This design comes from an exercise in tuning for small area on the open sky130 flow, not from production work.
In this exercise RTL edits were held to simulation tests only and were not proved equivalent to the original.
Power and IR drop assume default switching activity.

**design/flow/run.sh**
```bash
#!/bin/bash
# synth_recipe.tcl (not shown) runs the flow's synth.tcl, then flattens the netlist and writes it again
# the make line also repeats each setting of config.mk as NAME=value (left out here)
make -C /OpenROAD-flow-scripts/flow DESIGN_CONFIG=/design/flow/config.mk WORK_HOME=/design/flow/orfs CLKGATE_MAP_FILE= SYNTH_SCRIPT=/design/flow/synth_recipe.tcl finish
```
**design/flow/config.mk**
```make
export PLATFORM = sky130hd
export DESIGN_NAME = gauss_filter_top
export DESIGN_NICKNAME = gauss_filter_top
export VERILOG_FILES = /design/flow/design.v
export SDC_FILE = /design/flow/constraint.sdc
export NUM_CORES = 4
export LEC_CHECK = 0
export CAP_MARGIN = 20
export CORE_MARGIN = 2
export CORE_UTILIZATION = 40
export CTS_BUF_LIST = sky130_fd_sc_hd__clkbuf_8
export CTS_CLUSTER_DIAMETER = 60
export CTS_CLUSTER_SIZE = 16
export SLEW_MARGIN = 20
export SYNTH_HIERARCHICAL = 1
```
**design/flow/constraint.sdc**
```tcl
create_clock -name core_clock -period 5.0 [get_ports {clk}]
set_input_delay 1.0000 -clock core_clock [delete_from_list [all_inputs] [get_ports {clk}]]
set_output_delay 1.0000 -clock core_clock [all_outputs]
set_load 0.01 [all_outputs]
```
**design/flow/design.v**
```verilog
package gauss_pkg;
  typedef logic [8-1:0] pixel_t;
  typedef logic signed [18-1:0] coeff_t;
  typedef logic signed [8+18-1:0] product_t;
  typedef logic signed [48-1:0] sum_t;
endpackage
`timescale 1ns/100ps
module gauss_filter_top
(
  input  logic   clk,
  input  logic   rst,
  input  gauss_pkg::pixel_t pa,
  input  gauss_pkg::pixel_t pb,
  input  gauss_pkg::pixel_t pc,
  input  gauss_pkg::pixel_t pd,
  input  gauss_pkg::pixel_t pe,
  output gauss_pkg::pixel_t p_out
);
  logic s0;
  logic c1;
  logic s2;
  logic c3;
  logic s4;
  logic c5;
  logic s6;
  logic c7;
  logic s8;
  logic c9;
  logic s10;
  logic c11;
  logic s12;
  logic c13;
  logic s14;
  logic c15;
  logic s16;
  logic c17;
  logic s18;
  logic c19;
  logic s20;
  logic c21;
  logic s22;
  logic c23;
  logic s24;
  logic c25;
  logic s26;
  logic c27;
  logic s28;
  logic c29;
  logic s30;
  logic c31;
  logic s32;
  logic c33;
  logic s34;
  logic c35;
  logic s36;
  logic c37;
  logic s38;
  logic c39;
  logic s40;
  logic c41;
  logic s42;
  logic c43;
  logic s44;
  logic c45;
  logic s46;
  logic c47;
  logic s48;
  logic c49;
  logic s50;
  logic c51;
  logic s52;
  logic c53;
  logic s54;
  logic c55;
  logic s56;
  logic c57;
  logic s58;
  logic c59;
  logic s60;
  logic c61;
  logic s62;
  logic c63;
  logic s64;
  logic c65;
  logic s66;
  logic c67;
  logic s68;
  logic c69;
  logic s70;
  logic c71;
  logic s72;
  logic c73;
  logic s74;
  logic c75;
  logic s76;
  logic c77;
  logic s78;
  logic c79;
  logic [12:0] xv0;
  logic [12:0] xv0_d;
  logic xv0_c9;
  logic sg80;
  logic s81;
  logic c82;
  logic s83;
  logic c84;
  logic s85;
  logic c86;
  logic s87;
  logic c88;
  logic s89;
  logic c90;
  logic s91;
  logic c92;
  logic s93;
  logic c94;
  logic s95;
  logic c96;
  logic [8:0] xb;
  logic [8:0] xb_d;
  logic [7:0] xc;
  logic [7:0] xc_d;
  logic [12:0] r1;
  logic [12:0] r1_d;
  logic r1_c9;
  logic r1_c13;
  logic s97;
  logic c98;
  logic s99;
  logic c100;
  logic s101;
  logic c102;
  logic s103;
  logic c104;
  logic s105;
  logic c106;
  logic s107;
  logic c108;
  logic s109;
  logic c110;
  logic s111;
  logic c112;
  logic s113;
  logic c114;
  logic s115;
  logic c116;
  logic s117;
  logic c118;
  logic s119;
  logic c120;
  logic s121;
  logic c122;
  logic s123;
  logic c124;
  logic s125;
  logic c126;
  logic s127;
  logic c128;
  logic s129;
  logic c130;
  logic s131;
  logic c132;
  logic s133;
  logic c134;
  logic s135;
  logic c136;
  logic s137;
  logic c138;
  logic s139;
  logic c140;
  logic s141;
  logic c142;
  logic s143;
  logic c144;
  logic o145;
  logic o146;
  logic [14:0] r2p;
  logic [14:0] r2p_d;
  logic r2p_c12;
  logic sg147;
  logic s148;
  logic c149;
  logic s150;
  logic c151;
  logic s152;
  logic c153;
  logic s154;
  logic c155;
  logic s156;
  logic c157;
  logic s158;
  logic c159;
  logic s160;
  logic c161;
  logic s162;
  logic c163;
  logic s164;
  logic c165;
  logic s166;
  logic c167;
  logic s168;
  logic c169;
  logic s170;
  logic c171;
  logic s172;
  logic c173;
  logic s174;
  logic c175;
  logic s176;
  logic c177;
  logic s178;
  logic c179;
  logic s180;
  logic c181;
  logic [10:0] r2q;
  logic [10:0] r2q_d;
  logic s182;
  logic c183;
  logic s184;
  logic c185;
  logic s186;
  logic c187;
  logic s188;
  logic c189;
  logic s190;
  logic c191;
  logic s192;
  logic c193;
  logic s194;
  logic c195;
  logic s196;
  logic c197;
  logic s198;
  logic c199;
  logic s200;
  logic c201;
  logic s202;
  logic c203;
  logic s204;
  logic c205;
  logic s206;
  logic c207;
  logic s208;
  logic c209;
  logic s210;
  logic c211;
  logic s212;
  logic c213;
  logic s214;
  logic c215;
  logic s216;
  logic c217;
  logic s218;
  logic c219;
  logic s220;
  logic c221;
  logic s222;
  logic c223;
  logic s224;
  logic c225;
  logic s226;
  logic c227;
  logic s228;
  logic c229;
  logic s230;
  logic c231;
  logic s232;
  logic c233;
  logic s234;
  logic c235;
  logic s236;
  logic c237;
  logic s238;
  logic c239;
  logic s240;
  logic c241;
  logic s242;
  logic c243;
  logic s244;
  logic c245;
  logic s246;
  logic c247;
  logic s248;
  logic c249;
  logic o250;
  logic o251;
  logic s252;
  logic c253;
  logic s254;
  logic c255;
  logic s256;
  logic c257;
  logic s258;
  logic c259;
  logic s260;
  logic c261;
  logic s262;
  logic c263;
  logic s264;
  logic c265;
  logic s266;
  logic c267;
  logic s268;
  logic c269;
  logic s270;
  logic c271;
  logic s272;
  logic c273;
  logic s274;
  logic c275;
  logic s276;
  logic c277;
  logic s278;
  logic c279;
  logic s280;
  logic c281;
  logic s282;
  logic c283;
  logic s284;
  logic c285;
  logic [15:0] r3p;
  logic [15:0] r3p_d;
  logic r3p_c11;
  logic sg286;
  logic s287;
  logic c288;
  logic s289;
  logic c290;
  logic s291;
  logic c292;
  logic s293;
  logic c294;
  logic s295;
  logic c296;
  logic s297;
  logic c298;
  logic s299;
  logic c300;
  logic s301;
  logic c302;
  logic s303;
  logic c304;
  logic s305;
  logic c306;
  logic s307;
  logic c308;
  logic s309;
  logic c310;
  logic s311;
  logic c312;
  logic o313;
  logic o314;
  logic s315;
  logic c316;
  logic o317;
  logic o318;
  logic s319;
  logic c320;
  logic o321;
  logic o322;
  logic s323;
  logic c324;
  logic s325;
  logic c326;
  logic s327;
  logic c328;
  logic s329;
  logic c330;
  logic s331;
  logic c332;
  logic s333;
  logic c334;
  logic s335;
  logic c336;
  logic s337;
  logic c338;
  logic s339;
  logic c340;
  logic s341;
  logic c342;
  logic s343;
  logic c344;
  logic n345;
  logic [11:0] r3q;
  logic [11:0] r3q_d;
  logic r3q_c11;
  logic sg346;
  logic o347;
  logic o348;
  logic o349;
  logic o350;
  logic s351;
  logic c352;
  logic o353;
  logic o354;
  logic s355;
  logic c356;
  logic s357;
  logic c358;
  logic s359;
  logic c360;
  logic s361;
  logic c362;
  logic s363;
  logic c364;
  logic s365;
  logic c366;
  logic s367;
  logic c368;
  logic s369;
  logic c370;
  logic s371;
  logic c372;
  logic o373;
  logic o374;
  logic s375;
  logic c376;
  logic o377;
  logic o378;
  logic s379;
  logic c380;
  logic o381;
  logic o382;
  logic s383;
  logic c384;
  logic o385;
  logic o386;
  logic s387;
  logic c388;
  logic s389;
  logic c390;
  logic o391;
  logic o392;
  logic s393;
  logic c394;
  logic o395;
  logic o396;
  logic s397;
  logic c398;
  logic s399;
  logic c400;
  logic s401;
  logic c402;
  logic s403;
  logic c404;
  logic s405;
  logic c406;
  logic s407;
  logic c408;
  logic s409;
  logic c410;
  logic s411;
  logic c412;
  logic s413;
  logic c414;
  logic s415;
  logic c416;
  logic s417;
  logic c418;
  logic s419;
  logic c420;
  logic s421;
  logic c422;
  logic s423;
  logic c424;
  logic s425;
  logic c426;
  logic s427;
  logic c428;
  logic [15:0] r4p;
  logic [15:0] r4p_d;
  logic r4p_c13;
  logic sg429;
  logic o430;
  logic o431;
  logic o432;
  logic o433;
  logic s434;
  logic c435;
  logic s436;
  logic c437;
  logic s438;
  logic c439;
  logic s440;
  logic c441;
  logic s442;
  logic c443;
  logic s444;
  logic c445;
  logic s446;
  logic c447;
  logic s448;
  logic c449;
  logic s450;
  logic c451;
  logic s452;
  logic c453;
  logic s454;
  logic c455;
  logic s456;
  logic c457;
  logic s458;
  logic c459;
  logic s460;
  logic c461;
  logic s462;
  logic c463;
  logic s464;
  logic c465;
  logic s466;
  logic c467;
  logic s468;
  logic c469;
  logic s470;
  logic c471;
  logic s472;
  logic c473;
  logic s474;
  logic c475;
  logic s476;
  logic c477;
  logic s478;
  logic c479;
  logic s480;
  logic c481;
  logic s482;
  logic c483;
  logic s484;
  logic c485;
  logic s486;
  logic c487;
  logic s488;
  logic c489;
  logic o490;
  logic o491;
  logic n492;
  logic [7:0] r4q;
  logic [7:0] r4q_d;
  logic r4q_c5;
  logic sg493;
  logic s494;
  logic c495;
  logic s496;
  logic c497;
  logic s498;
  logic c499;
  logic s500;
  logic c501;
  logic s502;
  logic c503;
  logic s504;
  logic c505;
  logic s506;
  logic c507;
  logic s508;
  logic c509;
  logic s510;
  logic c511;
  logic s512;
  logic c513;
  logic s514;
  logic c515;
  logic s516;
  logic c517;
  logic s518;
  logic c519;
  logic s520;
  logic c521;
  logic s522;
  logic c523;
  logic s524;
  logic c525;
  logic s526;
  logic c527;
  logic s528;
  logic c529;
  logic s530;
  logic c531;
  logic s532;
  logic c533;
  logic s534;
  logic c535;
  logic s536;
  logic c537;
  logic s538;
  logic c539;
  logic s540;
  logic c541;
  logic s542;
  logic c543;
  logic s544;
  logic c545;
  logic s546;
  logic c547;
  logic s548;
  logic c549;
  logic s550;
  logic c551;
  logic s552;
  logic c553;
  logic o554;
  logic o555;
  logic s556;
  logic c557;
  logic s558;
  logic c559;
  logic s560;
  logic c561;
  logic s562;
  logic c563;
  logic s564;
  logic c565;
  logic s566;
  logic c567;
  logic o568;
  logic o569;
  logic s570;
  logic c571;
  logic s572;
  logic c573;
  logic s574;
  logic c575;
  logic s576;
  logic c577;
  logic s578;
  logic c579;
  logic s580;
  logic c581;
  logic o582;
  logic o583;
  logic o584;
  logic o585;
  logic x586;
  logic s587;
  logic c588;
  logic x589;
  logic s590;
  logic c591;
  logic x592;
  logic s593;
  logic c594;
  logic x595;
  logic s596;
  logic c597;
  logic x598;
  logic s599;
  logic c600;
  logic x601;
  logic s602;
  logic c603;
  logic x604;
  logic s605;
  logic c606;
  logic x607;
  logic s608;
  logic c609;
  logic x610;
  logic s611;
  logic c612;
  logic s613;
  logic c614;
  logic p615;
  logic s616;
  logic c617;
  logic s618;
  logic c619;
  logic s620;
  logic c621;
  logic s622;
  logic c623;
  logic s624;
  logic c625;
  logic s626;
  logic c627;
  logic [7:0] f1;
  logic [7:0] f1_d;
  logic f1_c7;
  logic f1_c0;
  logic f1_g1;
  logic f1_p2;
  logic ci628;
  logic s629;
  logic c630;
  logic s631;
  logic c632;
  logic s633;
  logic c634;
  logic s635;
  logic c636;
  logic s637;
  logic c638;
  logic s639;
  logic c640;
  logic s641;
  logic c642;
  logic s643;
  logic c644;
  logic [7:0] res;
  gauss_fa u_s0 (.a(pa[0]), .b(pe[0]), .ci(~pc[0]), .s(s0), .co(c1));
  gauss_fa u_s2 (.a(pa[1]), .b(pe[1]), .ci(~pc[1]), .s(s2), .co(c3));
  gauss_fa u_s4 (.a(pa[2]), .b(pe[2]), .ci(pb[0]), .s(s4), .co(c5));
  gauss_fa u_s6 (.a(pd[0]), .b(~pc[2]), .ci(c3), .s(s6), .co(c7));
  gauss_fa u_s8 (.a(pa[3]), .b(pe[3]), .ci(pb[1]), .s(s8), .co(c9));
  gauss_fa u_s10 (.a(pd[1]), .b(pc[0]), .ci(~pc[3]), .s(s10), .co(c11));
  gauss_fa u_s12 (.a(c5), .b(s8), .ci(s10), .s(s12), .co(c13));
  gauss_fa u_s14 (.a(pa[4]), .b(pe[4]), .ci(pb[2]), .s(s14), .co(c15));
  gauss_fa u_s16 (.a(pd[2]), .b(pc[1]), .ci(~pc[4]), .s(s16), .co(c17));
  gauss_fa u_s18 (.a(c9), .b(c11), .ci(s14), .s(s18), .co(c19));
  gauss_fa u_s20 (.a(s16), .b(s18), .ci(c13), .s(s20), .co(c21));
  gauss_fa u_s22 (.a(pa[5]), .b(pe[5]), .ci(pb[3]), .s(s22), .co(c23));
  gauss_fa u_s24 (.a(pd[3]), .b(pc[2]), .ci(~pc[5]), .s(s24), .co(c25));
  gauss_fa u_s26 (.a(c15), .b(c17), .ci(s22), .s(s26), .co(c27));
  gauss_fa u_s28 (.a(s24), .b(c19), .ci(s26), .s(s28), .co(c29));
  gauss_fa u_s30 (.a(pa[6]), .b(pe[6]), .ci(pb[4]), .s(s30), .co(c31));
  gauss_fa u_s32 (.a(pd[4]), .b(pc[3]), .ci(~pc[6]), .s(s32), .co(c33));
  gauss_fa u_s34 (.a(c23), .b(c25), .ci(s30), .s(s34), .co(c35));
  gauss_fa u_s36 (.a(s32), .b(c27), .ci(s34), .s(s36), .co(c37));
  gauss_fa u_s38 (.a(pa[7]), .b(pe[7]), .ci(pb[5]), .s(s38), .co(c39));
  gauss_fa u_s40 (.a(pd[5]), .b(pc[4]), .ci(~pc[7]), .s(s40), .co(c41));
  gauss_fa u_s42 (.a(c31), .b(c33), .ci(s38), .s(s42), .co(c43));
  gauss_fa u_s44 (.a(s40), .b(c35), .ci(s42), .s(s44), .co(c45));
  gauss_fa u_s46 (.a(pb[6]), .b(pd[6]), .ci(pc[5]), .s(s46), .co(c47));
  gauss_fa u_s48 (.a(c39), .b(c41), .ci(s46), .s(s48), .co(c49));
  gauss_fa u_s50 (.a(c43), .b(s48), .ci(c45), .s(s50), .co(c51));
  gauss_fa u_s52 (.a(pb[7]), .b(pd[7]), .ci(pc[6]), .s(s52), .co(c53));
  gauss_fa u_s54 (.a(c47), .b(s52), .ci(c49), .s(s54), .co(c55));
  gauss_fa u_s56 (.a(pc[7]), .b(c53), .ci(c55), .s(s56), .co(c57));
  gauss_ha u_s58 (.a(c1), .b(s2), .s(s58), .co(c59));
  gauss_fa u_s60 (.a(s4), .b(s6), .ci(c59), .s(s60), .co(c61));
  gauss_fa u_s62 (.a(c7), .b(s12), .ci(c61), .s(s62), .co(c63));
  gauss_ha u_s64 (.a(s20), .b(c63), .s(s64), .co(c65));
  gauss_fa u_s66 (.a(c21), .b(s28), .ci(c65), .s(s66), .co(c67));
  gauss_fa u_s68 (.a(c29), .b(s36), .ci(c67), .s(s68), .co(c69));
  gauss_fa u_s70 (.a(c37), .b(s44), .ci(c69), .s(s70), .co(c71));
  gauss_ha u_s72 (.a(s50), .b(c71), .s(s72), .co(c73));
  gauss_ha u_s74 (.a(c51), .b(s54), .s(s74), .co(c75));
  gauss_ha u_s76 (.a(s56), .b(c75), .s(s76), .co(c77));
  gauss_ha u_s78 (.a(c57), .b(c77), .s(s78), .co(c79));
  assign xv0_d[0] = s0;
  assign xv0_d[1] = s58;
  assign xv0_d[2] = s60;
  assign xv0_d[3] = s62;
  assign xv0_d[4] = s64;
  assign xv0_d[5] = s66;
  assign xv0_d[6] = s68;
  assign xv0_d[7] = s70;
  assign xv0_d[8] = s72;
  assign xv0_d[9] = s74;
  assign xv0_d[10] = s76;
  assign xv0_d[11] = s78;
  assign xv0_d[12] = c79;
  assign sg80 = xv0_c9 & xv0[9] & xv0[10] & xv0[11] & xv0[12];
  gauss_ha u_s81 (.a(pb[0]), .b(pd[0]), .s(s81), .co(c82));
  gauss_fa u_s83 (.a(pb[1]), .b(pd[1]), .ci(c82), .s(s83), .co(c84));
  gauss_fa u_s85 (.a(pb[2]), .b(pd[2]), .ci(c84), .s(s85), .co(c86));
  gauss_fa u_s87 (.a(pb[3]), .b(pd[3]), .ci(c86), .s(s87), .co(c88));
  gauss_fa u_s89 (.a(pb[4]), .b(pd[4]), .ci(c88), .s(s89), .co(c90));
  gauss_fa u_s91 (.a(pb[5]), .b(pd[5]), .ci(c90), .s(s91), .co(c92));
  gauss_fa u_s93 (.a(pb[6]), .b(pd[6]), .ci(c92), .s(s93), .co(c94));
  gauss_fa u_s95 (.a(pb[7]), .b(pd[7]), .ci(c94), .s(s95), .co(c96));
  assign xb_d[0] = s81;
  assign xb_d[1] = s83;
  assign xb_d[2] = s85;
  assign xb_d[3] = s87;
  assign xb_d[4] = s89;
  assign xb_d[5] = s91;
  assign xb_d[6] = s93;
  assign xb_d[7] = s95;
  assign xb_d[8] = c96;
  assign xc_d[0] = pc[0];
  assign xc_d[1] = pc[1];
  assign xc_d[2] = pc[2];
  assign xc_d[3] = pc[3];
  assign xc_d[4] = pc[4];
  assign xc_d[5] = pc[5];
  assign xc_d[6] = pc[6];
  assign xc_d[7] = pc[7];
  assign r1_d[0] = xv0[0];
  assign r1_d[1] = xv0[1];
  assign r1_d[2] = xv0[2];
  assign r1_d[3] = xv0[3];
  assign r1_d[4] = xv0[4];
  assign r1_d[5] = xv0[5];
  assign r1_d[6] = xv0[6];
  assign r1_d[7] = xv0[7];
  assign r1_d[8] = xv0[8];
  assign r1_d[9] = xv0[9];
  assign r1_d[10] = xv0[10];
  assign r1_d[11] = xv0[11];
  assign r1_d[12] = xv0[12];
  gauss_fa u_s97 (.a(r1[2]), .b(xv0[0]), .ci(~xc[1]), .s(s97), .co(c98));
  gauss_fa u_s99 (.a(r1[3]), .b(xv0[1]), .ci(~xc[2]), .s(s99), .co(c100));
  gauss_fa u_s101 (.a(r1[4]), .b(xv0[2]), .ci(~xc[3]), .s(s101), .co(c102));
  gauss_fa u_s103 (.a(r1[5]), .b(xv0[3]), .ci(~xc[4]), .s(s103), .co(c104));
  gauss_fa u_s105 (.a(r1[6]), .b(xv0[4]), .ci(~xc[5]), .s(s105), .co(c106));
  gauss_fa u_s107 (.a(r1[7]), .b(xv0[5]), .ci(~xc[6]), .s(s107), .co(c108));
  gauss_fa u_s109 (.a(r1[8]), .b(xv0[6]), .ci(~xc[7]), .s(s109), .co(c110));
  gauss_fa u_s111 (.a(r1[9]), .b(r1_c9), .ci(xv0[7]), .s(s111), .co(c112));
  gauss_fa u_s113 (.a(r1[10]), .b(xv0[8]), .ci(c112), .s(s113), .co(c114));
  gauss_fa u_s115 (.a(r1[11]), .b(xv0[9]), .ci(xv0_c9), .s(s115), .co(c116));
  gauss_fa u_s117 (.a(r1[12]), .b(xv0[10]), .ci(c116), .s(s117), .co(c118));
  gauss_fa u_s119 (.a(r1_c13), .b(xv0[11]), .ci(c118), .s(s119), .co(c120));
  gauss_ha u_s121 (.a(r1[1]), .b(~xc[0]), .s(s121), .co(c122));
  gauss_ha u_s123 (.a(s97), .b(c122), .s(s123), .co(c124));
  gauss_fa u_s125 (.a(c98), .b(s99), .ci(c124), .s(s125), .co(c126));
  gauss_fa u_s127 (.a(c100), .b(s101), .ci(c126), .s(s127), .co(c128));
  gauss_fa u_s129 (.a(c102), .b(s103), .ci(c128), .s(s129), .co(c130));
  gauss_fa u_s131 (.a(c104), .b(s105), .ci(c130), .s(s131), .co(c132));
  gauss_fa u_s133 (.a(c106), .b(s107), .ci(c132), .s(s133), .co(c134));
  gauss_fa u_s135 (.a(c108), .b(s109), .ci(c134), .s(s135), .co(c136));
  gauss_fa u_s137 (.a(c110), .b(s111), .ci(c136), .s(s137), .co(c138));
  gauss_ha u_s139 (.a(s113), .b(c138), .s(s139), .co(c140));
  gauss_fa u_s141 (.a(c114), .b(s115), .ci(c140), .s(s141), .co(c142));
  gauss_ha u_s143 (.a(xv0[12]), .b(c120), .s(s143), .co(c144));
  gauss_xnor u_o145 (.a(~sg80), .b(c144), .o(o145));
  gauss_or u_o146 (.a(~sg80), .b(c144), .o(o146));
  assign r2p_d[0] = r1[0];
  assign r2p_d[1] = s121;
  assign r2p_d[2] = s123;
  assign r2p_d[3] = s125;
  assign r2p_d[4] = s127;
  assign r2p_d[5] = s129;
  assign r2p_d[6] = s131;
  assign r2p_d[7] = s133;
  assign r2p_d[8] = s135;
  assign r2p_d[9] = s137;
  assign r2p_d[10] = s139;
  assign r2p_d[11] = s141;
  assign r2p_d[12] = s117;
  assign r2p_d[13] = s119;
  assign r2p_d[14] = s143;
  assign sg147 = r2p_c12 & r2p[12] & r2p[13] & r2p[14];
  gauss_fa u_s148 (.a(xb[2]), .b(xc[0]), .ci(~xc[2]), .s(s148), .co(c149));
  gauss_fa u_s150 (.a(xb[3]), .b(xc[1]), .ci(~xc[3]), .s(s150), .co(c151));
  gauss_fa u_s152 (.a(xb[4]), .b(xc[2]), .ci(~xc[4]), .s(s152), .co(c153));
  gauss_fa u_s154 (.a(xb[5]), .b(xc[3]), .ci(~xc[5]), .s(s154), .co(c155));
  gauss_fa u_s156 (.a(xb[6]), .b(xc[4]), .ci(~xc[6]), .s(s156), .co(c157));
  gauss_fa u_s158 (.a(xb[7]), .b(xc[5]), .ci(~xc[7]), .s(s158), .co(c159));
  gauss_fa u_s160 (.a(xb[8]), .b(xc[6]), .ci(c159), .s(s160), .co(c161));
  gauss_ha u_s162 (.a(xb[0]), .b(~xc[0]), .s(s162), .co(c163));
  gauss_fa u_s164 (.a(xb[1]), .b(~xc[1]), .ci(c163), .s(s164), .co(c165));
  gauss_ha u_s166 (.a(s148), .b(c165), .s(s166), .co(c167));
  gauss_fa u_s168 (.a(c149), .b(s150), .ci(c167), .s(s168), .co(c169));
  gauss_fa u_s170 (.a(c151), .b(s152), .ci(c169), .s(s170), .co(c171));
  gauss_fa u_s172 (.a(c153), .b(s154), .ci(c171), .s(s172), .co(c173));
  gauss_fa u_s174 (.a(c155), .b(s156), .ci(c173), .s(s174), .co(c175));
  gauss_fa u_s176 (.a(c157), .b(s158), .ci(c175), .s(s176), .co(c177));
  gauss_ha u_s178 (.a(s160), .b(c177), .s(s178), .co(c179));
  gauss_fa u_s180 (.a(xc[7]), .b(c161), .ci(c179), .s(s180), .co(c181));
  assign r2q_d[0] = s162;
  assign r2q_d[1] = s164;
  assign r2q_d[2] = s166;
  assign r2q_d[3] = s168;
  assign r2q_d[4] = s170;
  assign r2q_d[5] = s172;
  assign r2q_d[6] = s174;
  assign r2q_d[7] = s176;
  assign r2q_d[8] = s178;
  assign r2q_d[9] = s180;
  assign r2q_d[10] = c181;
  gauss_fa u_s182 (.a(r2p[1]), .b(~xv0[1]), .ci(~xb[0]), .s(s182), .co(c183));
  gauss_fa u_s184 (.a(r2p[2]), .b(~xv0[2]), .ci(~xb[1]), .s(s184), .co(c185));
  gauss_fa u_s186 (.a(r2p[3]), .b(xv0[0]), .ci(~xv0[3]), .s(s186), .co(c187));
  gauss_fa u_s188 (.a(~xb[2]), .b(~xc[0]), .ci(c185), .s(s188), .co(c189));
  gauss_fa u_s190 (.a(r2p[4]), .b(xv0[1]), .ci(~xv0[4]), .s(s190), .co(c191));
  gauss_fa u_s192 (.a(~xb[3]), .b(~xc[1]), .ci(c187), .s(s192), .co(c193));
  gauss_fa u_s194 (.a(s190), .b(c189), .ci(s192), .s(s194), .co(c195));
  gauss_fa u_s196 (.a(r2p[5]), .b(xv0[2]), .ci(~xv0[5]), .s(s196), .co(c197));
  gauss_fa u_s198 (.a(~xb[4]), .b(~xc[2]), .ci(c191), .s(s198), .co(c199));
  gauss_fa u_s200 (.a(s196), .b(c193), .ci(s198), .s(s200), .co(c201));
  gauss_fa u_s202 (.a(r2p[6]), .b(xv0[3]), .ci(~xv0[6]), .s(s202), .co(c203));
  gauss_fa u_s204 (.a(~xb[5]), .b(~xc[3]), .ci(c197), .s(s204), .co(c205));
  gauss_fa u_s206 (.a(s202), .b(c199), .ci(s204), .s(s206), .co(c207));
  gauss_fa u_s208 (.a(r2p[7]), .b(xv0[4]), .ci(~xv0[7]), .s(s208), .co(c209));
  gauss_fa u_s210 (.a(~xb[6]), .b(~xc[4]), .ci(c203), .s(s210), .co(c211));
  gauss_fa u_s212 (.a(s208), .b(c205), .ci(s210), .s(s212), .co(c213));
  gauss_fa u_s214 (.a(r2p[8]), .b(xv0[5]), .ci(~xv0[8]), .s(s214), .co(c215));
  gauss_fa u_s216 (.a(~xb[7]), .b(~xc[5]), .ci(c209), .s(s216), .co(c217));
  gauss_fa u_s218 (.a(s214), .b(c211), .ci(s216), .s(s218), .co(c219));
  gauss_fa u_s220 (.a(r2p[9]), .b(xv0[6]), .ci(~xv0[9]), .s(s220), .co(c221));
  gauss_fa u_s222 (.a(~xv0_c9), .b(~xb[8]), .ci(~xc[6]), .s(s222), .co(c223));
  gauss_fa u_s224 (.a(c215), .b(s220), .ci(s222), .s(s224), .co(c225));
  gauss_fa u_s226 (.a(c217), .b(s224), .ci(c219), .s(s226), .co(c227));
  gauss_fa u_s228 (.a(r2p[10]), .b(xv0[7]), .ci(~xv0[10]), .s(s228), .co(c229));
  gauss_fa u_s230 (.a(~xc[7]), .b(c221), .ci(c223), .s(s230), .co(c231));
  gauss_fa u_s232 (.a(s228), .b(c225), .ci(s230), .s(s232), .co(c233));
  gauss_fa u_s234 (.a(r2p[11]), .b(xv0[8]), .ci(~xv0[11]), .s(s234), .co(c235));
  gauss_fa u_s236 (.a(c229), .b(s234), .ci(c231), .s(s236), .co(c237));
  gauss_fa u_s238 (.a(r2p[12]), .b(r2p_c12), .ci(xv0[9]), .s(s238), .co(c239));
  gauss_fa u_s240 (.a(xv0_c9), .b(~xv0[12]), .ci(c235), .s(s240), .co(c241));
  gauss_fa u_s242 (.a(s238), .b(s240), .ci(c237), .s(s242), .co(c243));
  gauss_fa u_s244 (.a(r2p[13]), .b(xv0[10]), .ci(sg80), .s(s244), .co(c245));
  gauss_fa u_s246 (.a(c239), .b(s244), .ci(c241), .s(s246), .co(c247));
  gauss_fa u_s248 (.a(r2p[14]), .b(xv0[11]), .ci(c245), .s(s248), .co(c249));
  gauss_xnor u_o250 (.a(xv0[12]), .b(~sg147), .o(o250));
  gauss_or u_o251 (.a(xv0[12]), .b(~sg147), .o(o251));
  gauss_ha u_s252 (.a(r2p[0]), .b(~xv0[0]), .s(s252), .co(c253));
  gauss_ha u_s254 (.a(s182), .b(c253), .s(s254), .co(c255));
  gauss_fa u_s256 (.a(c183), .b(s184), .ci(c255), .s(s256), .co(c257));
  gauss_fa u_s258 (.a(s186), .b(s188), .ci(c257), .s(s258), .co(c259));
  gauss_ha u_s260 (.a(s194), .b(c259), .s(s260), .co(c261));
  gauss_fa u_s262 (.a(c195), .b(s200), .ci(c261), .s(s262), .co(c263));
  gauss_fa u_s264 (.a(c201), .b(s206), .ci(c263), .s(s264), .co(c265));
  gauss_fa u_s266 (.a(c207), .b(s212), .ci(c265), .s(s266), .co(c267));
  gauss_fa u_s268 (.a(c213), .b(s218), .ci(c267), .s(s268), .co(c269));
  gauss_ha u_s270 (.a(s226), .b(c269), .s(s270), .co(c271));
  gauss_fa u_s272 (.a(c227), .b(s232), .ci(c271), .s(s272), .co(c273));
  gauss_ha u_s274 (.a(c233), .b(s236), .s(s274), .co(c275));
  gauss_ha u_s276 (.a(s242), .b(c275), .s(s276), .co(c277));
  gauss_fa u_s278 (.a(c243), .b(s246), .ci(c277), .s(s278), .co(c279));
  gauss_fa u_s280 (.a(c247), .b(s248), .ci(c279), .s(s280), .co(c281));
  gauss_fa u_s282 (.a(c249), .b(o250), .ci(c281), .s(s282), .co(c283));
  gauss_fa u_s284 (.a(~sg80), .b(o251), .ci(c283), .s(s284), .co(c285));
  assign r3p_d[0] = s252;
  assign r3p_d[1] = s254;
  assign r3p_d[2] = s256;
  assign r3p_d[3] = s258;
  assign r3p_d[4] = s260;
  assign r3p_d[5] = s262;
  assign r3p_d[6] = s264;
  assign r3p_d[7] = s266;
  assign r3p_d[8] = s268;
  assign r3p_d[9] = s270;
  assign r3p_d[10] = s272;
  assign r3p_d[11] = s274;
  assign r3p_d[12] = s276;
  assign r3p_d[13] = s278;
  assign r3p_d[14] = s280;
  assign r3p_d[15] = s282;
  assign sg286 = r3p_c11 & r3p[11] & r3p[12] & r3p[13] & r3p[14] & r3p[15];
  gauss_fa u_s287 (.a(r2q[2]), .b(xb[0]), .ci(xc[0]), .s(s287), .co(c288));
  gauss_fa u_s289 (.a(r2q[3]), .b(xb[1]), .ci(xc[1]), .s(s289), .co(c290));
  gauss_fa u_s291 (.a(~xb[3]), .b(c288), .ci(s289), .s(s291), .co(c292));
  gauss_fa u_s293 (.a(r2q[4]), .b(xb[2]), .ci(xc[2]), .s(s293), .co(c294));
  gauss_fa u_s295 (.a(~xb[4]), .b(c290), .ci(s293), .s(s295), .co(c296));
  gauss_fa u_s297 (.a(r2q[5]), .b(xb[3]), .ci(xc[3]), .s(s297), .co(c298));
  gauss_fa u_s299 (.a(~xb[5]), .b(c294), .ci(s297), .s(s299), .co(c300));
  gauss_fa u_s301 (.a(r2q[6]), .b(xb[4]), .ci(xc[4]), .s(s301), .co(c302));
  gauss_fa u_s303 (.a(~xb[6]), .b(c298), .ci(s301), .s(s303), .co(c304));
  gauss_fa u_s305 (.a(r2q[7]), .b(xb[5]), .ci(xc[5]), .s(s305), .co(c306));
  gauss_fa u_s307 (.a(~xb[7]), .b(c302), .ci(s305), .s(s307), .co(c308));
  gauss_fa u_s309 (.a(r2q[8]), .b(xb[6]), .ci(xc[6]), .s(s309), .co(c310));
  gauss_fa u_s311 (.a(~xb[8]), .b(c306), .ci(s309), .s(s311), .co(c312));
  gauss_xnor u_o313 (.a(r2q[9]), .b(xb[7]), .o(o313));
  gauss_or u_o314 (.a(r2q[9]), .b(xb[7]), .o(o314));
  gauss_fa u_s315 (.a(xc[7]), .b(o313), .ci(c310), .s(s315), .co(c316));
  gauss_xnor u_o317 (.a(r2q[10]), .b(xb[8]), .o(o317));
  gauss_or u_o318 (.a(r2q[10]), .b(xb[8]), .o(o318));
  gauss_fa u_s319 (.a(o317), .b(o314), .ci(c316), .s(s319), .co(c320));
  gauss_xnor u_o321 (.a(o318), .b(c320), .o(o321));
  gauss_or u_o322 (.a(o318), .b(c320), .o(o322));
  gauss_ha u_s323 (.a(r2q[0]), .b(~xb[0]), .s(s323), .co(c324));
  gauss_fa u_s325 (.a(r2q[1]), .b(~xb[1]), .ci(c324), .s(s325), .co(c326));
  gauss_fa u_s327 (.a(~xb[2]), .b(s287), .ci(c326), .s(s327), .co(c328));
  gauss_ha u_s329 (.a(s291), .b(c328), .s(s329), .co(c330));
  gauss_fa u_s331 (.a(c292), .b(s295), .ci(c330), .s(s331), .co(c332));
  gauss_fa u_s333 (.a(c296), .b(s299), .ci(c332), .s(s333), .co(c334));
  gauss_fa u_s335 (.a(c300), .b(s303), .ci(c334), .s(s335), .co(c336));
  gauss_fa u_s337 (.a(c304), .b(s307), .ci(c336), .s(s337), .co(c338));
  gauss_fa u_s339 (.a(c308), .b(s311), .ci(c338), .s(s339), .co(c340));
  gauss_fa u_s341 (.a(c312), .b(s315), .ci(c340), .s(s341), .co(c342));
  gauss_ha u_s343 (.a(s319), .b(c342), .s(s343), .co(c344));
  assign n345 = ~o322;
  assign r3q_d[0] = s323;
  assign r3q_d[1] = s325;
  assign r3q_d[2] = s327;
  assign r3q_d[3] = s329;
  assign r3q_d[4] = s331;
  assign r3q_d[5] = s333;
  assign r3q_d[6] = s335;
  assign r3q_d[7] = s337;
  assign r3q_d[8] = s339;
  assign r3q_d[9] = s341;
  assign r3q_d[10] = s343;
  assign r3q_d[11] = o321;
  assign sg346 = r3q_c11 & r3q[11];
  gauss_xnor u_o347 (.a(r3p[1]), .b(~xc[0]), .o(o347));
  gauss_or u_o348 (.a(r3p[1]), .b(~xc[0]), .o(o348));
  gauss_xnor u_o349 (.a(r3p[2]), .b(xv0[0]), .o(o349));
  gauss_or u_o350 (.a(r3p[2]), .b(xv0[0]), .o(o350));
  gauss_fa u_s351 (.a(~xc[1]), .b(o349), .ci(o348), .s(s351), .co(c352));
  gauss_xnor u_o353 (.a(r3p[3]), .b(xv0[1]), .o(o353));
  gauss_or u_o354 (.a(r3p[3]), .b(xv0[1]), .o(o354));
  gauss_fa u_s355 (.a(~xc[2]), .b(o353), .ci(o350), .s(s355), .co(c356));
  gauss_fa u_s357 (.a(r3p[4]), .b(xv0[2]), .ci(~xc[3]), .s(s357), .co(c358));
  gauss_fa u_s359 (.a(o354), .b(s357), .ci(c356), .s(s359), .co(c360));
  gauss_fa u_s361 (.a(r3p[5]), .b(xv0[3]), .ci(~xc[4]), .s(s361), .co(c362));
  gauss_fa u_s363 (.a(c358), .b(s361), .ci(c360), .s(s363), .co(c364));
  gauss_fa u_s365 (.a(r3p[6]), .b(xv0[4]), .ci(~xc[5]), .s(s365), .co(c366));
  gauss_fa u_s367 (.a(c362), .b(s365), .ci(c364), .s(s367), .co(c368));
  gauss_fa u_s369 (.a(r3p[7]), .b(xv0[5]), .ci(~xc[6]), .s(s369), .co(c370));
  gauss_fa u_s371 (.a(c366), .b(s369), .ci(c368), .s(s371), .co(c372));
  gauss_xnor u_o373 (.a(r3p[8]), .b(xv0[6]), .o(o373));
  gauss_or u_o374 (.a(r3p[8]), .b(xv0[6]), .o(o374));
  gauss_fa u_s375 (.a(~xc[7]), .b(o373), .ci(c370), .s(s375), .co(c376));
  gauss_xnor u_o377 (.a(r3p[9]), .b(xv0[7]), .o(o377));
  gauss_or u_o378 (.a(r3p[9]), .b(xv0[7]), .o(o378));
  gauss_fa u_s379 (.a(o377), .b(o374), .ci(c376), .s(s379), .co(c380));
  gauss_xnor u_o381 (.a(r3p[10]), .b(xv0[8]), .o(o381));
  gauss_or u_o382 (.a(r3p[10]), .b(xv0[8]), .o(o382));
  gauss_fa u_s383 (.a(o381), .b(o378), .ci(c380), .s(s383), .co(c384));
  gauss_xnor u_o385 (.a(r3p[11]), .b(r3p_c11), .o(o385));
  gauss_or u_o386 (.a(r3p[11]), .b(r3p_c11), .o(o386));
  gauss_fa u_s387 (.a(xv0[9]), .b(xv0_c9), .ci(o385), .s(s387), .co(c388));
  gauss_fa u_s389 (.a(o382), .b(s387), .ci(c384), .s(s389), .co(c390));
  gauss_xnor u_o391 (.a(r3p[12]), .b(xv0[10]), .o(o391));
  gauss_or u_o392 (.a(r3p[12]), .b(xv0[10]), .o(o392));
  gauss_fa u_s393 (.a(o391), .b(o386), .ci(c388), .s(s393), .co(c394));
  gauss_xnor u_o395 (.a(r3p[13]), .b(xv0[11]), .o(o395));
  gauss_or u_o396 (.a(r3p[13]), .b(xv0[11]), .o(o396));
  gauss_fa u_s397 (.a(o395), .b(o392), .ci(c394), .s(s397), .co(c398));
  gauss_fa u_s399 (.a(r3p[14]), .b(xv0[12]), .ci(o396), .s(s399), .co(c400));
  gauss_fa u_s401 (.a(r3p[15]), .b(~sg80), .ci(c400), .s(s401), .co(c402));
  gauss_ha u_s403 (.a(c352), .b(s355), .s(s403), .co(c404));
  gauss_ha u_s405 (.a(s359), .b(c404), .s(s405), .co(c406));
  gauss_ha u_s407 (.a(s363), .b(c406), .s(s407), .co(c408));
  gauss_ha u_s409 (.a(s367), .b(c408), .s(s409), .co(c410));
  gauss_ha u_s411 (.a(s371), .b(c410), .s(s411), .co(c412));
  gauss_fa u_s413 (.a(c372), .b(s375), .ci(c412), .s(s413), .co(c414));
  gauss_ha u_s415 (.a(s379), .b(c414), .s(s415), .co(c416));
  gauss_ha u_s417 (.a(s383), .b(c416), .s(s417), .co(c418));
  gauss_ha u_s419 (.a(s389), .b(c418), .s(s419), .co(c420));
  gauss_fa u_s421 (.a(c390), .b(s393), .ci(c420), .s(s421), .co(c422));
  gauss_ha u_s423 (.a(c398), .b(s399), .s(s423), .co(c424));
  gauss_ha u_s425 (.a(s401), .b(c424), .s(s425), .co(c426));
  gauss_fa u_s427 (.a(~sg286), .b(c402), .ci(c426), .s(s427), .co(c428));
  assign r4p_d[0] = r3p[0];
  assign r4p_d[1] = o347;
  assign r4p_d[2] = s351;
  assign r4p_d[3] = s403;
  assign r4p_d[4] = s405;
  assign r4p_d[5] = s407;
  assign r4p_d[6] = s409;
  assign r4p_d[7] = s411;
  assign r4p_d[8] = s413;
  assign r4p_d[9] = s415;
  assign r4p_d[10] = s417;
  assign r4p_d[11] = s419;
  assign r4p_d[12] = s421;
  assign r4p_d[13] = s397;
  assign r4p_d[14] = s423;
  assign r4p_d[15] = s425;
  assign sg429 = r4p_c13 & r4p[13] & r4p[14] & r4p[15];
  gauss_xnor u_o430 (.a(r3q[0]), .b(xb[0]), .o(o430));
  gauss_or u_o431 (.a(r3q[0]), .b(xb[0]), .o(o431));
  gauss_xnor u_o432 (.a(r3q[1]), .b(xb[1]), .o(o432));
  gauss_or u_o433 (.a(r3q[1]), .b(xb[1]), .o(o433));
  gauss_fa u_s434 (.a(~xc[1]), .b(o432), .ci(o431), .s(s434), .co(c435));
  gauss_fa u_s436 (.a(r3q[2]), .b(xb[2]), .ci(xc[0]), .s(s436), .co(c437));
  gauss_fa u_s438 (.a(~xc[2]), .b(o433), .ci(s436), .s(s438), .co(c439));
  gauss_fa u_s440 (.a(r3q[3]), .b(xb[3]), .ci(xc[1]), .s(s440), .co(c441));
  gauss_fa u_s442 (.a(~xc[3]), .b(c437), .ci(s440), .s(s442), .co(c443));
  gauss_fa u_s444 (.a(r3q[4]), .b(xb[4]), .ci(xc[2]), .s(s444), .co(c445));
  gauss_fa u_s446 (.a(~xc[4]), .b(c441), .ci(s444), .s(s446), .co(c447));
  gauss_fa u_s448 (.a(r3q[5]), .b(xb[5]), .ci(xc[3]), .s(s448), .co(c449));
  gauss_fa u_s450 (.a(~xc[5]), .b(c445), .ci(s448), .s(s450), .co(c451));
  gauss_fa u_s452 (.a(r3q[6]), .b(xb[6]), .ci(xc[4]), .s(s452), .co(c453));
  gauss_fa u_s454 (.a(~xc[6]), .b(c449), .ci(s452), .s(s454), .co(c455));
  gauss_fa u_s456 (.a(r3q[7]), .b(xb[7]), .ci(xc[5]), .s(s456), .co(c457));
  gauss_fa u_s458 (.a(~xc[7]), .b(c453), .ci(s456), .s(s458), .co(c459));
  gauss_fa u_s460 (.a(r3q[8]), .b(xb[8]), .ci(xc[6]), .s(s460), .co(c461));
  gauss_fa u_s462 (.a(c457), .b(s460), .ci(c459), .s(s462), .co(c463));
  gauss_fa u_s464 (.a(r3q[9]), .b(xc[7]), .ci(c461), .s(s464), .co(c465));
  gauss_ha u_s466 (.a(~xc[0]), .b(o430), .s(s466), .co(c467));
  gauss_ha u_s468 (.a(s434), .b(c467), .s(s468), .co(c469));
  gauss_fa u_s470 (.a(c435), .b(s438), .ci(c469), .s(s470), .co(c471));
  gauss_fa u_s472 (.a(c439), .b(s442), .ci(c471), .s(s472), .co(c473));
  gauss_fa u_s474 (.a(c443), .b(s446), .ci(c473), .s(s474), .co(c475));
  gauss_fa u_s476 (.a(c447), .b(s450), .ci(c475), .s(s476), .co(c477));
  gauss_fa u_s478 (.a(c451), .b(s454), .ci(c477), .s(s478), .co(c479));
  gauss_fa u_s480 (.a(c455), .b(s458), .ci(c479), .s(s480), .co(c481));
  gauss_ha u_s482 (.a(s462), .b(c481), .s(s482), .co(c483));
  gauss_fa u_s484 (.a(c463), .b(s464), .ci(c483), .s(s484), .co(c485));
  gauss_ha u_s486 (.a(r3q[10]), .b(c465), .s(s486), .co(c487));
  gauss_fa u_s488 (.a(r3q[11]), .b(r3q_c11), .ci(c487), .s(s488), .co(c489));
  gauss_xnor u_o490 (.a(~sg346), .b(c489), .o(o490));
  gauss_or u_o491 (.a(~sg346), .b(c489), .o(o491));
  assign n492 = ~o491;
  assign r4q_d[0] = s476;
  assign r4q_d[1] = s478;
  assign r4q_d[2] = s480;
  assign r4q_d[3] = s482;
  assign r4q_d[4] = s484;
  assign r4q_d[5] = s486;
  assign r4q_d[6] = s488;
  assign r4q_d[7] = o490;
  assign sg493 = r4q_c5 & r4q[5] & r4q[6] & r4q[7];
  gauss_fa u_s494 (.a(r4q[0]), .b(~r4p[0]), .ci(~xv0[0]), .s(s494), .co(c495));
  gauss_fa u_s496 (.a(r4q[1]), .b(~r4p[1]), .ci(~xv0[1]), .s(s496), .co(c497));
  gauss_fa u_s498 (.a(r4q[2]), .b(~r4p[2]), .ci(~xv0[2]), .s(s498), .co(c499));
  gauss_fa u_s500 (.a(r4q[3]), .b(~r4p[3]), .ci(~xv0[3]), .s(s500), .co(c501));
  gauss_fa u_s502 (.a(r4p[0]), .b(xv0[0]), .ci(r4q[4]), .s(s502), .co(c503));
  gauss_fa u_s504 (.a(~r4p[4]), .b(~xv0[4]), .ci(s502), .s(s504), .co(c505));
  gauss_fa u_s506 (.a(r4p[1]), .b(xv0[1]), .ci(r4q[5]), .s(s506), .co(c507));
  gauss_fa u_s508 (.a(r4q_c5), .b(~r4p[5]), .ci(~xv0[5]), .s(s508), .co(c509));
  gauss_fa u_s510 (.a(c503), .b(s506), .ci(s508), .s(s510), .co(c511));
  gauss_fa u_s512 (.a(r4p[2]), .b(xv0[2]), .ci(r4q[6]), .s(s512), .co(c513));
  gauss_fa u_s514 (.a(~r4p[6]), .b(~xv0[6]), .ci(c507), .s(s514), .co(c515));
  gauss_fa u_s516 (.a(s512), .b(c509), .ci(s514), .s(s516), .co(c517));
  gauss_fa u_s518 (.a(r4p[3]), .b(xv0[3]), .ci(r4q[7]), .s(s518), .co(c519));
  gauss_fa u_s520 (.a(~r4p[7]), .b(~xv0[7]), .ci(c513), .s(s520), .co(c521));
  gauss_fa u_s522 (.a(s518), .b(c515), .ci(s520), .s(s522), .co(c523));
  gauss_fa u_s524 (.a(r4p[4]), .b(xv0[4]), .ci(~r4p[8]), .s(s524), .co(c525));
  gauss_fa u_s526 (.a(~xv0[8]), .b(~sg493), .ci(c519), .s(s526), .co(c527));
  gauss_fa u_s528 (.a(s524), .b(c521), .ci(s526), .s(s528), .co(c529));
  gauss_fa u_s530 (.a(r4p[5]), .b(xv0[5]), .ci(~r4p[9]), .s(s530), .co(c531));
  gauss_fa u_s532 (.a(~xv0[9]), .b(~xv0_c9), .ci(c525), .s(s532), .co(c533));
  gauss_fa u_s534 (.a(s530), .b(c527), .ci(s532), .s(s534), .co(c535));
  gauss_fa u_s536 (.a(r4p[6]), .b(xv0[6]), .ci(~r4p[10]), .s(s536), .co(c537));
  gauss_fa u_s538 (.a(~xv0[10]), .b(c531), .ci(s536), .s(s538), .co(c539));
  gauss_fa u_s540 (.a(c533), .b(s538), .ci(c535), .s(s540), .co(c541));
  gauss_fa u_s542 (.a(r4p[7]), .b(xv0[7]), .ci(~r4p[11]), .s(s542), .co(c543));
  gauss_fa u_s544 (.a(~xv0[11]), .b(c537), .ci(s542), .s(s544), .co(c545));
  gauss_fa u_s546 (.a(c539), .b(s544), .ci(c541), .s(s546), .co(c547));
  gauss_fa u_s548 (.a(r4p[8]), .b(xv0[8]), .ci(~r4p[12]), .s(s548), .co(c549));
  gauss_fa u_s550 (.a(~xv0[12]), .b(c543), .ci(s548), .s(s550), .co(c551));
  gauss_fa u_s552 (.a(c545), .b(s550), .ci(c547), .s(s552), .co(c553));
  gauss_xnor u_o554 (.a(r4p[9]), .b(xv0[9]), .o(o554));
  gauss_or u_o555 (.a(r4p[9]), .b(xv0[9]), .o(o555));
  gauss_fa u_s556 (.a(xv0_c9), .b(~r4p[13]), .ci(~r4p_c13), .s(s556), .co(c557));
  gauss_fa u_s558 (.a(sg80), .b(o554), .ci(c549), .s(s558), .co(c559));
  gauss_fa u_s560 (.a(s556), .b(c551), .ci(s558), .s(s560), .co(c561));
  gauss_fa u_s562 (.a(r4p[10]), .b(xv0[10]), .ci(~r4p[14]), .s(s562), .co(c563));
  gauss_fa u_s564 (.a(o555), .b(c557), .ci(s562), .s(s564), .co(c565));
  gauss_fa u_s566 (.a(c559), .b(s564), .ci(c561), .s(s566), .co(c567));
  gauss_xnor u_o568 (.a(r4p[11]), .b(xv0[11]), .o(o568));
  gauss_or u_o569 (.a(r4p[11]), .b(xv0[11]), .o(o569));
  gauss_fa u_s570 (.a(~r4p[15]), .b(o568), .ci(c563), .s(s570), .co(c571));
  gauss_fa u_s572 (.a(c565), .b(s570), .ci(c567), .s(s572), .co(c573));
  gauss_fa u_s574 (.a(r4p[12]), .b(xv0[12]), .ci(sg429), .s(s574), .co(c575));
  gauss_fa u_s576 (.a(o569), .b(s574), .ci(c571), .s(s576), .co(c577));
  gauss_fa u_s578 (.a(r4p[13]), .b(r4p_c13), .ci(~sg80), .s(s578), .co(c579));
  gauss_fa u_s580 (.a(c575), .b(s578), .ci(c577), .s(s580), .co(c581));
  gauss_xnor u_o582 (.a(r4p[14]), .b(c579), .o(o582));
  gauss_or u_o583 (.a(r4p[14]), .b(c579), .o(o583));
  gauss_xnor u_o584 (.a(r4p[15]), .b(o583), .o(o584));
  gauss_or u_o585 (.a(r4p[15]), .b(o583), .o(o585));
  assign x586 = c495 ^ s496;
  gauss_ha u_s587 (.a(c495), .b(s496), .s(s587), .co(c588));
  assign x589 = c497 ^ s498;
  gauss_fa u_s590 (.a(c497), .b(s498), .ci(c588), .s(s590), .co(c591));
  assign x592 = c499 ^ s500;
  gauss_fa u_s593 (.a(c499), .b(s500), .ci(c591), .s(s593), .co(c594));
  assign x595 = c501 ^ s504;
  gauss_fa u_s596 (.a(c501), .b(s504), .ci(c594), .s(s596), .co(c597));
  assign x598 = c505 ^ s510;
  gauss_fa u_s599 (.a(c505), .b(s510), .ci(c597), .s(s599), .co(c600));
  assign x601 = c511 ^ s516;
  gauss_fa u_s602 (.a(c511), .b(s516), .ci(c600), .s(s602), .co(c603));
  assign x604 = c517 ^ s522;
  gauss_fa u_s605 (.a(c517), .b(s522), .ci(c603), .s(s605), .co(c606));
  assign x607 = c523 ^ s528;
  gauss_fa u_s608 (.a(c523), .b(s528), .ci(c606), .s(s608), .co(c609));
  assign x610 = c529 ^ s534;
  gauss_fa u_s611 (.a(c529), .b(s534), .ci(c609), .s(s611), .co(c612));
  gauss_ha u_s613 (.a(s540), .b(c612), .s(s613), .co(c614));
  assign p615 = s546;
  gauss_ha u_s616 (.a(c553), .b(s560), .s(s616), .co(c617));
  gauss_ha u_s618 (.a(s566), .b(c617), .s(s618), .co(c619));
  gauss_ha u_s620 (.a(s572), .b(c619), .s(s620), .co(c621));
  gauss_fa u_s622 (.a(c573), .b(s576), .ci(c621), .s(s622), .co(c623));
  gauss_ha u_s624 (.a(s580), .b(c623), .s(s624), .co(c625));
  gauss_fa u_s626 (.a(c581), .b(o582), .ci(c625), .s(s626), .co(c627));
  assign f1_d[0] = s552;
  assign f1_d[1] = s616;
  assign f1_d[2] = s618;
  assign f1_d[3] = s620;
  assign f1_d[4] = s622;
  assign f1_d[5] = s624;
  assign f1_d[6] = s626;
  assign f1_d[7] = o584;
  assign ci628 = (f1_g1 | (f1_p2 & f1_c0));
  gauss_ha u_s629 (.a(f1[0]), .b(ci628), .s(s629), .co(c630));
  gauss_ha u_s631 (.a(f1[1]), .b(c630), .s(s631), .co(c632));
  gauss_ha u_s633 (.a(f1[2]), .b(c632), .s(s633), .co(c634));
  gauss_ha u_s635 (.a(f1[3]), .b(c634), .s(s635), .co(c636));
  gauss_ha u_s637 (.a(f1[4]), .b(c636), .s(s637), .co(c638));
  gauss_ha u_s639 (.a(f1[5]), .b(c638), .s(s639), .co(c640));
  gauss_ha u_s641 (.a(f1[6]), .b(c640), .s(s641), .co(c642));
  gauss_fa u_s643 (.a(f1[7]), .b(f1_c7), .ci(c642), .s(s643), .co(c644));
  assign res[0] = s629;
  assign res[1] = s631;
  assign res[2] = s633;
  assign res[3] = s635;
  assign res[4] = s637;
  assign res[5] = s639;
  assign res[6] = s641;
  assign res[7] = s643;
  always_ff @(posedge clk) begin
    if (rst) begin
      xv0 <= 13'd255;
      xv0_c9 <= 1'd0;
      xb <= 9'd0;
      xc <= 8'd0;
      r1 <= 13'd255;
      r1_c9 <= 1'd0;
      r1_c13 <= 1'd0;
      r2p <= 15'd1785;
      r2p_c12 <= 1'd0;
      r2q <= 11'd255;
      r3p <= 16'd15335;
      r3p_c11 <= 1'd0;
      r3q <= 12'd254;
      r3q_c11 <= 1'd0;
    end else begin
      xv0 <= xv0_d;
      xv0_c9 <= c73;
      xb <= xb_d;
      xc <= xc_d;
      r1 <= r1_d;
      r1_c9 <= xv0_c9;
      r1_c13 <= sg80;
      r2p <= r2p_d;
      r2p_c12 <= c142;
      r2q <= r2q_d;
      r3p <= r3p_d;
      r3p_c11 <= c273;
      r3q <= r3q_d;
      r3q_c11 <= c344;
    end
  end
  always_ff @(posedge clk) begin
    r4p <= r4p_d;
    r4p_c13 <= c422;
    r4q <= r4q_d;
    r4q_c5 <= c485;
    f1 <= f1_d;
    f1_c7 <= c627;
    f1_c0 <= c614;
    f1_g1 <= 1'b0;
    f1_p2 <= p615;
  end
  localparam int ODLY = 20;
  logic [7:0] dly [ODLY+1];
  always_ff @(posedge clk) begin
    dly[0] <= res;
    for (int i = 1; i <= ODLY; i++) begin
      dly[i] <= dly[i-1];
    end
  end
  logic [4:0] since_rst;
  always_ff @(posedge clk) begin
    if (rst) begin
      since_rst <= '0;
    end else if (since_rst != 5'd23) begin
      since_rst <= since_rst + 5'd1;
    end
  end
  assign p_out = (since_rst == 5'd23) ? dly[ODLY] : '0;
endmodule
module gauss_fa (input logic a, b, ci, output logic s, co);
  assign s  = a ^ b ^ ci;
  assign co = (a & b) | (a & ci) | (b & ci);
endmodule
module gauss_ha (input logic a, b, output logic s, co);
  assign s  = a ^ b;
  assign co = a & b;
endmodule
module gauss_xnor (input logic a, b, output logic o);
  assign o = ~(a ^ b);
endmodule
module gauss_or (input logic a, b, output logic o);
  assign o = a | b;
endmodule
```
==> results.json, run 1 <==
{
  "outcome": "no timing/DRC/antenna violations",
  "post_cts_buffers": 0,
  "vdd_drop_max_uv": 355,
  "finish.net_count": 1262,
  "vias": 5774,
  "p_leak_uw": 0.00595,
  "grt_pass1_wl_um": 35400,
  "powerDensity_nw_per_um2": 694,
  "fill_cells": 2969,
  "die_y_um": 185,
  "hold_buffers": 0,
  "tritoncts.num_buffers": 25,
  "avgSynthCellArea_sq_um": 15.5,
  "worst_slack_ns": 0.292,
  "ant_nets": 0,
  "ys.flop_type": "dfxtp_1",
  "syn2layout_area_growth_pct": 12.4,
  "drive_gt1_frac": 0.117,
  "drc": 0,
  "io_buffers": 49,
  "clkSinkCount": 313,
  "fp.dieW_um": 185,
  "cts-root-buf": "clkbuf_8",
  "drv_slew": 0,
  "cts.clk_slew.worst_paths_ns": 0.10,
  "cts_max_path_buffers": 3,
  "antenna_cells": 0,
  "synth_area_leaders": "dfxtp_1, fa_1, ha_1",
  "place_hpwl_um": 16100,
  "ys_seq_area_frac": 0.480,
  "placed_cells": 1344,
  "worstMarginPinSlew_ns": 0.481,
  "yosys_warnings": 8,
  "critPathKind": "register to register",
  "insertion_delay_ns": 0.57,
  "post-route-min-period_ns": 4.71,
  "synth.distinct_cells": 26,
  "hold_violations": 0,
  "worst_setup_path_end_kind": "register",
  "synth_top_area_cell": "dfxtp_1",
  "place_ws_ns": -0.199,
  "max_freq_mhz": 212,
  "netlist_instances": 842,
  "cts_resized": 0,
  "max_slew_margin": 0.679,
  "stdcell_area_sq_um": 14700,
  "initial_core_util": 0.404,
  "dieArea_sq_um": 34100,
  "synthArstFlopShare": 0,
  "tritoncts": "built",
  "grt_pass1_vias": 6757,
  "detail_route.wl_per_cell_um": 14.6,
  "drt_iter0_drc": 143,
  "wirelength_um": 20200,
  "row_count": 66,
  "setup_violations": 0,
  "viasPerCell": 4.19,
  "syn_area_sq_um": 13100,
  "grt_max_degree": 44,
  "synthDominantCellAreaShare": 0.480,
  "clock_skew_ns": 0.0130,
  "rsz0062_at_grt": "false",
  "start_kind": "register",
  "power_uw": 10200,
  "place_congestion": 0.745,
  "final_cells": 1379,
  "antenna_found_initial": 0,
  "ys_seq_elements": 313,
  "htree_levels": 1,
  "place_area_sq_um": 14200,
  "core_area_sq_um": 32400,
  "io_pins": 50,
  "synth_edf_count": 0,
  "synth_nets": 1175,
  "hold_path.class": "register to register",
  "fin_crit_sh": 0.942,
  "grt_usage": 0.135,
  "grt.overflow.total": 0,
  "critPathArrivalTime_ns": 5.16,
  "dr.pass1.iters": 4,
  "path_max_fanout": 2,
  "maxCapViolations": 0,
  "cp_data_required_time_ns": 5.45
}
Yosys cell counts, types with 2 or more instances:
cell type and instances:
dfxtp_1 313, xor2_1 2, ha_1 51, and2_1 9
nor2_1 18, or2_1 17, fa_1 240, buf_6 2
nor2b_1 38, nand4_1 2, inv_1 57, buf_2 3
nand3_1 3, xnor2_1 20, or2_2 49, clkbuf_1 8
placed cells by master, fill, tap and decap left out, drive strengths merged:
| cell | n |
|---|---|
| mux2i | 1 |
| nor2 | 18 |
| clkinv | 3 |
| and3 | 1 |
| and2 | 9 |
| nor2b | 38 |
| nand4 | 2 |
| nand2 | 1 |
| buf | 25 |
| nand2b | 1 |
| a31oi | 1 |
| nor4 | 1 |
| xnor2 | 20 |
| clkbuf | 26 |
| or2 | 66 |
| fa | 240 |
| ha | 51 |
| clkinvlp | 3 |
| bufinv | 2 |
| nand3 | 3 |
| clkdlybuf4s50 | 48 |
| and4b | 1 |
| dfxtp | 313 |
| nor3 | 1 |
| xor2 | 3 |
| o21bai | 1 |
| inv | 58 |
worst paths after layout:
path                            slack (ns)         end  startpoint  cells past startpoint
worst min register to register        0.33  dly[11][4]  dly[10][4]                      0
worst min-delay path                  0.33  dly[11][4]  dly[10][4]                      0
worst max register to register        0.29     r2p[11]       xc[1]                     13
worst max-delay path                  0.29     r2p[11]       xc[1]                     13
logic make-up after synthesis:
kind of cell,share of synthesized area
and+or+nand+nor,0.0645
AOI/OAI and AO/OA,0.00105
adders and majority gates,0.417
xor gates and xnor gates,0.0160
DFF,0.480
muxes,0.000766
buffers and inverters,0.0215
power breakdown:
| group | switching (uW) | total, uW | internal, uW |
|---|---|---|---|
| sequential | 457 | 4160 | 3710 |
| combinational | 2260 | 4650 | 2390 |
| clock | 799 | 1390 | 588 |
| total | 3520 | 10200 | 6680 |
registers in the layout, indices dropped and copies added, names as in the netlist, 5 cells and up:
| name | cells |
|---|---|
| dly | 168 |
| f1 | 8 |
| r1 | 13 |
| r2p | 15 |
| r2q | 11 |
| r3p | 16 |
| r3q | 12 |
| r4p | 16 |
| r4q | 8 |
| since_rst | 5 |
| xb | 9 |
| xc | 8 |
| xv0 | 13 |
modules after synthesis, one instance, submodules excluded:
module	cell area [sq um]	cells	times used	flip-flops and latches
gauss_filter_top	7360	516	1	313
gauss_or	6.26	1	16	0
gauss_ha	12.5	1	50	0
gauss_xnor	8.76	1	20	0
gauss_fa	20.0	1	240	0
per-layer routing:
layer,part of all wire,track usage,up-vias
met5,0,0,-
met4,0.020,0.0286,0
met3,0.031,0.0196,21
met2,0.48,0.228,63
met1,0.46,0.186,3002
li1,-,-,2688
final cells by class:
cell class              count  area (sq um)  share of cell area
multi-input cells         459          6520               0.444
flip-flops and latches    313          6270               0.427
repair buffers             73           666              0.0453
well taps                 442           553              0.0377
clock buffers              26           358              0.0244
inverters                  57           214              0.0146
clock inverters             9           113             0.00767
critical path, cell delays in order (launching register included):
cell	delay, ns
dfxtp_1	0.36
inv_1	0.07
fa_1	0.43
ha_1	0.23
fa_1	0.40
fa_1	0.40
fa_1	0.40
fa_1	0.39
fa_1	0.39
fa_1	0.40
fa_1	0.38
ha_1	0.20
fa_1	0.42
nor2b_1	0.13
through the flow:
step | hold slack, ns | utilization | TNS (ns)
3_5_place_dp | 0.312 | 0.439 | -0.390
4_1_cts | 0.331 | 0.454 | 0
5_1_grt | 0.332 | 0.454 | 0
6_report | 0.329 | 0.454 | 0
3_3_place_gp | 0.310 | 0.439 | -0.167
2_1_floorplan | 0.310 | - | 0
==> inputs of run 2 (changes only) <==
--- a/design/flow/config.mk
+++ b/design/flow/config.mk
@@ -7,7 +7,7 @@
 export LEC_CHECK = 0
 export CAP_MARGIN = 20
 export CORE_MARGIN = 2
-export CORE_UTILIZATION = 40
+export CORE_UTILIZATION = 60
 export CTS_BUF_LIST = sky130_fd_sc_hd__clkbuf_8
 export CTS_CLUSTER_DIAMETER = 60
 export CTS_CLUSTER_SIZE = 16
==> results.json, run 2 <==
{
  "outcome": "no timing/DRC/antenna violations",
  "antenna_found_initial": 0,
  "worstMarginPinSlew_ns": 0.696,
  "maxCapViolations": 0,
  "yosys_warnings": 8,
  "netlist_instances": 842,
  "die_y_um": 152,
  "synth_area_leaders": "dfxtp_1, fa_1, ha_1",
  "tritoncts": "built",
  "finish.net_count": 1260,
  "dieArea_sq_um": 23000,
  "synthDominantCellAreaShare": 0.480,
  "largest_reg_flops": 168,
  "max_freq_mhz": 211,
  "avgSynthCellArea_sq_um": 15.5,
  "grt_max_degree": 72,
  "largestRegisters": "dly x168, r3p x16, r4p x16",
  "drv_slew": 0,
  "fill_cells": 1554,
  "place_hpwl_um": 16100,
  "insertion_delay_ns": 0.57,
  "synth_nets": 1175,
  "hold_path.class": "register to register",
  "yosysMostFrequentCell": "dfxtp_1",
  "layout_common_cells": "dfxtp_1, fa_1, inv_1",
  "vias": 5816,
  "cts_resized": 0,
  "hold_buffers": 0,
  "post-route-min-period_ns": 4.74,
  "p_leak_uw": 0.00593,
  "path_max_fanout": 2,
  "clock_skew_ns": 0.0236,
  "fp.dieW_um": 152,
  "synth_top_area_cell": "dfxtp_1",
  "place_congestion": 0.836,
  "grt_pass1_vias": 6956,
  "layout_commonest_cell": "dfxtp_1",
  "regMostFlops": "dly",
  "tritoncts.num_buffers": 26,
  "start_kind": "register",
  "grt_usage": 0.200,
  "critPathKind": "register to register",
  "worst_setup_path_end_kind": "register",
  "antenna_cells": 0,
  "dr.pass1.iters": 4,
  "worst_slack_ns": 0.261,
  "io_buffers": 49,
  "synth_edf_count": 0,
  "hold_violations": 0,
  "drive_gt1_frac": 0.116,
  "ant_nets": 0,
  "fin_crit_sh": 0.948,
  "detail_route.wl_per_cell_um": 16.5,
  "drc": 0,
  "powerDensity_nw_per_um2": 714,
  "grt.overflow.total": 0,
  "ys_seq_elements": 313,
  "place_ws_ns": -0.196,
  "initial_core_util": 0.616,
  "row_count": 53,
  "cts-root-buf": "clkbuf_8",
  "htree_levels": 1,
  "synth_commonest_cells": "dfxtp_1, fa_1, inv_1, ha_1, or2_2",
  "syn_area_sq_um": 13100,
  "clkSinkCount": 313,
  "cp_data_required_time_ns": 5.44,
  "io_pins": 50,
  "synthArstFlopShare": 0,
  "syn2layout_area_growth_pct": 10.5,
  "finalSetupTns_ns": 0,
  "core_area_sq_um": 21200,
  "post_cts_buffers": 0,
  "cts.clk_slew.worst_paths_ns": 0.10,
  "wirelength_um": 20000,
  "cts_max_path_buffers": 3,
  "synth.distinct_cells": 26,
  "max_slew_margin": 0.536,
  "ys_seq_area_frac": 0.480,
  "grt_pass1_wl_um": 34900,
  "critPathArrivalTime_ns": 5.18,
  "setup_violations": 0,
  "vdd_drop_max_uv": 469,
  "drt_iter0_drc": 164,
  "ys.flop_type": "dfxtp_1",
  "viasPerCell": 4.81,
  "rsz0062_at_grt": "false"
}
[run 2: cell counts after synthesis]
Identical to the previous run, type by type.
[run 2: area by class of cell]
type | instances | area [sq um] | share of cell area
Clock buffer | 27 | 372 | 0.0257
Tap cell | 275 | 344 | 0.0238
Sequential cell | 313 | 6270 | 0.434
Timing Repair Buffer | 70 | 646 | 0.0447
Clock inverter | 8 | 82.6 | 0.00572
Multi-Input combinational cell | 459 | 6520 | 0.451
Inverter | 57 | 214 | 0.0148
[run 2: kinds of logic after synthesis]
kind of cell | Yosys count | share of synthesized area
and+or+nand+nor | 142 | 0.0645
buffers and inverters | 70 | 0.0215
AOI/OAI and AO/OA | 2 | 0.00105
DFF | 313 | 0.480
muxes | 1 | 0.000766
xor gates and xnor gates | 23 | 0.0160
adders and majority gates | 291 | 0.417
[run 2: final timing paths]
path | from | slack, ns | end | depth (start not counted)
min | dly[13][6] | 0.31 | dly[14][6] | 0
max | xc[1] | 0.26 | r2p[11] | 13
min reg2reg | dly[13][6] | 0.31 | dly[14][6] | 0
max reg2reg | xc[1] | 0.26 | r2p[11] | 13
[run 2: worst max-delay path, stage by stage (launching register included)]
cell	delay (ns)
dfxtp_1	0.35
inv_1	0.07
fa_1	0.44
ha_1	0.23
fa_1	0.39
fa_1	0.40
fa_1	0.40
fa_1	0.40
fa_1	0.39
fa_1	0.39
fa_1	0.39
ha_1	0.21
fa_1	0.42
nor2b_1	0.14
[run 2: metal layers]
metal	share of wire	GRT usage	up-vias
met5	0	0	-
met4	0.024	0.0523	0
met3	0.028	0.0287	39
met2	0.51	0.349	79
met1	0.44	0.265	3001
li1	-	-	2697
[run 2: per-module statistics from Yosys, one instance, submodules excluded]
module / flops+latches / area, sq um
gauss_xnor: 0 / 8.76
gauss_filter_top: 313 / 7360
gauss_ha: 0 / 12.5
gauss_fa: 0 / 20.0
gauss_or: 0 / 6.26
[run 2: per-stage QoR]
stage                     instance area, sq um  total power (uW)  instances  utilization  hold WS, ns
final                                    14400             10300       1209        0.681        0.313
after global routing                     14400             11600       1209        0.681        0.331
after CTS                                14400             10600       1209        0.681        0.328
after detailed placement                 14000              9170       1174        0.659        0.312
after global placement                   14000              8980       1174        0.659        0.310
after floorplan                          13100              7740        842            -        0.310
[run 2: where the power goes]
| part | internal, uW | switching [uW] | total, uW |
|---|---|---|---|
| Clock | 517 | 802 | 1320 |
| Combinational | 2460 | 2360 | 4820 |
| Sequential | 3710 | 462 | 4170 |

## what the ideal ports hide
How much do the figures lean on ideal ports? The routed layouts below were timed once more, with nothing changed but the port constraints.
Step 1: set_driving_cell puts a clkbuf_16 on clk and a buf_2 on each other input, an assumption about the parent block.
Step 2 times the ports against the registers' clock, not the clock port: input delays grow and output delays shrink by t, the midpoint of the rising clock arrivals with the driver on.
a / b / c = no drivers / after step 1 / after step 2; a / b = the first two.
| run | shift t [ns] | slack for setup (ns) | worst register clock-pin slew, ns |
|---|---|---|---|
| run 1 | 0.602 | 0.292 / 0.292 / -0.143 | 0.10 / 0.10 |
| run 2 | 0.595 | 0.261 / 0.261 / -0.190 | 0.10 / 0.10 |
Met with ideal ports but missed after step 2: setup timing in run 1 and run 2. The setup slack of run 2, which loses most, moves by 0.000 ns with the drivers and by -0.451 ns with both steps.
